This is an optimization exercise on Yosys and OpenROAD, whose aim is small area, a short achievable clock period and few clock cycles per item, not a production implementation. Function was checked by simulation only, so behaviour that the tests miss may differ from the original. Power figures rest on the tool's default switching activity, not on a simulated workload.

## mcm_pipe
module mcm_pipe (
    input  logic         clk,
    input  logic         rst,
    input  logic         in_valid,
    output logic         in_ready,
    input  logic [31:0]  in_x,
    input  logic [4:0]   in_frac,
    input  logic         in_mode,
    output logic         out_valid,
    input  logic         out_ready,
    output logic [255:0] out_y
);
clock: 10.0 ns
lec_check: 0
cap_margin: 20
core_margin: 2
core_utilization: 55
slew_margin: 20
standard.sh (not shown) runs the stock make flow with config.mk's settings and CLKGATE_MAP_FILE= SYNTH_SCRIPT=/design/flow/synth_recipe.tcl, a recipe that flattens the netlist after the stock synthesis.
==> flow/flow/run.sh <==
#!/bin/bash
set -euo pipefail
cd "$(dirname "$0")/.."
export BUFFER_PORTS_ARGS="-buffer_cell sky130_fd_sc_hd__buf_1"
export SETUP_SLACK_MARGIN=6.3
bash standard.sh > standard_flow.log 2>&1
The starting point completed with no timing, DRC or antenna violations.
Testbench counts at the start, summed over its fixed seeds: cycles 9,616, items 9,600.
Next try:
==> flow/flow/run.sh (replaced) <==
#!/bin/bash
set -euo pipefail
cd "$(dirname "$0")/.."
export BUFFER_PORTS_ARGS="-buffer_cell sky130_fd_sc_hd__buf_1"
export SETUP_SLACK_MARGIN=6.6
bash standard.sh > standard_flow.log 2>&1
Settings changed: CORE_UTILIZATION 55 to 40.
The new run went through all stages and came out clean; via count grows by 1.6%; worst setup slack improved by 0.0063 ns; total power climbs by 14%; worst hold slack got worse by 0.0032 ns; die area came out higher by about 37%; register-to-register slack barely changes.
Next try:
==> flow/flow/run.sh (replaced) <==
#!/bin/bash
set -euo pipefail
cd "$(dirname "$0")/.."
export BUFFER_PORTS_ARGS="-buffer_cell sky130_fd_sc_hd__buf_1"
export SETUP_SLACK_MARGIN=6.0
bash standard.sh > standard_flow.log 2>&1
Settings changed: CTS_CLUSTER_DIAMETER set to 100, CTS_CLUSTER_SIZE set to 30.
Effect:
- The changed run finished clean
- cell area decreases by 13%
- count of clock-buffer cells in the layout decreases by 31
- routed wire length decreases by 11%
- die area does not change
- maximum frequency decreases by 0.70%
- via count decreases by 6.0%
- setup slack is worse by 0.027 ns
- global-route usage decreases by 1.5 points

mcm_pipe, a different RTL version from the one above (not shown whole).
Size in the first run: ~2800 cells after synthesis, ~65 flip-flops, roughly 23000 um^2 of cells after synthesis.
==> flow/config.mk <==
export PLATFORM = sky130hd
export DESIGN_NAME = mcm_pipe
export DESIGN_NICKNAME = mcm_pipe
export VERILOG_FILES = /design/flow/design.v
export SDC_FILE = /design/flow/constraint.sdc
export NUM_CORES = 4
export LEC_CHECK = 0
export CAP_MARGIN = 20
export CORE_MARGIN = 2
export CORE_UTILIZATION = 40
export SETUP_SLACK_MARGIN = 3.75
export SLEW_MARGIN = 20
==> flow/constraint.sdc <==
create_clock -name core_clock -period 10.0 [get_ports {clk}]
set_input_delay 2.0000 -clock core_clock [delete_from_list [all_inputs] [get_ports {clk}]]
set_output_delay 2.0000 -clock core_clock [all_outputs]
set_load 0.01 [all_outputs]
==> flow/flow/run.sh <==
#!/bin/bash
set -euo pipefail
cd "$(dirname "$0")/.."
export BUFFER_PORTS_ARGS="-buffer_cell sky130_fd_sc_hd__buf_2"
bash standard.sh > standard_flow.log 2>&1
The first run finished clean.
Testbench counts at the start, summed over its fixed seeds: cycles 9,608, items 9,600.
Rerun with:
==> flow/run.sh (new file) <==
#!/bin/bash
# synth_recipe.tcl (not shown) runs the flow's synth.tcl, then flattens the netlist and writes it again
# the make line also repeats each setting of config.mk as NAME=value (left out here)
make -C /OpenROAD-flow-scripts/flow DESIGN_CONFIG=/design/flow/config.mk WORK_HOME=/design/flow/orfs CLKGATE_MAP_FILE= SYNTH_SCRIPT=/design/flow/synth_recipe.tcl finish
CORE_UTILIZATION = 55   (was 40)
SETUP_SLACK_MARGIN = 3.5   (was 3.75)
removed: flow/flow/run.sh
removed: flow/standard.sh
=> Worst setup slack loses 0.19 ns. Global-route usage grows by 7.1 points. Flip-flop and latch count does not change. Total power grows by 8.4%. Register-to-register slack loses 0.08 ns. Synthesized cell count does not change. Routed wire length shrinks by 8.2%. Area after synthesis does not change. Non-clock buffer count shrinks by 69. Count of clock-buffer cells in the layout does not change. Cell area grows by about 0.5%.
Rerun with:
CORE_UTILIZATION = 40   (was 55)
SETUP_SLACK_MARGIN = 4   (was 3.5)
After rerunning: The new run finished clean; first-iteration DRC count rises by a few percent; synthesized cell count does not change; design area rose by roughly a tenth; sequential power goes up by a few percent; cell count increases by roughly a tenth; clock-buffer cell count is unchanged; sequential cell count is unchanged; non-clock buffer count rose by 155; register-to-register slack improved by 0.05 ns.

-- afterwards: timing with drivers on the ports --
No port has a modelled driver above. Below, the same layouts with a new extraction and two added sets of constraints. Step 1 assumes that a clkbuf_16 drives the clock port and a buf_2 every other input. Step 2 adds t to the input delays and takes it off the output delays; t is the mean of the earliest and latest rising clock arrival at the registers after step 1. Input paths then give back, and output paths get back, about the clock's delay inside the block. Three values: no drivers, after step 1, after step 2; two values: the first two.
run	shift t [ns]	setup slack, ns	worst setup path at the end	latest minus earliest clock arrival (ns)	worst data-port slew with drivers (ns)
the first run of note 1	0.615	6.217 / 6.217 / 5.873	input to register	0.026 / 0.026	0.04
the second run of note 1	0.649	6.223 / 6.223 / 6.033	input to register	0.036 / 0.036	0.09
the third run of note 1	0.639	6.196 / 6.133 / 5.643	input to register	0.032 / 0.032	0.05
the first run of note 2	0.420	3.726 / 3.676 / 4.097	register to output	0.012 / 0.011	0.08
the second run of note 2	0.418	3.535 / 3.481 / 3.900	register to output	0.019 / 0.019	0.05
the third run of note 2	0.431	3.682 / 3.632 / 4.063	register to output	0.008 / 0.008	0.09
After both steps setup and hold are still met in every run listed. For the third run of note 1, which loses most, drivers alone change the setup slack by -0.063 ns; drivers and shift together by -0.553 ns.
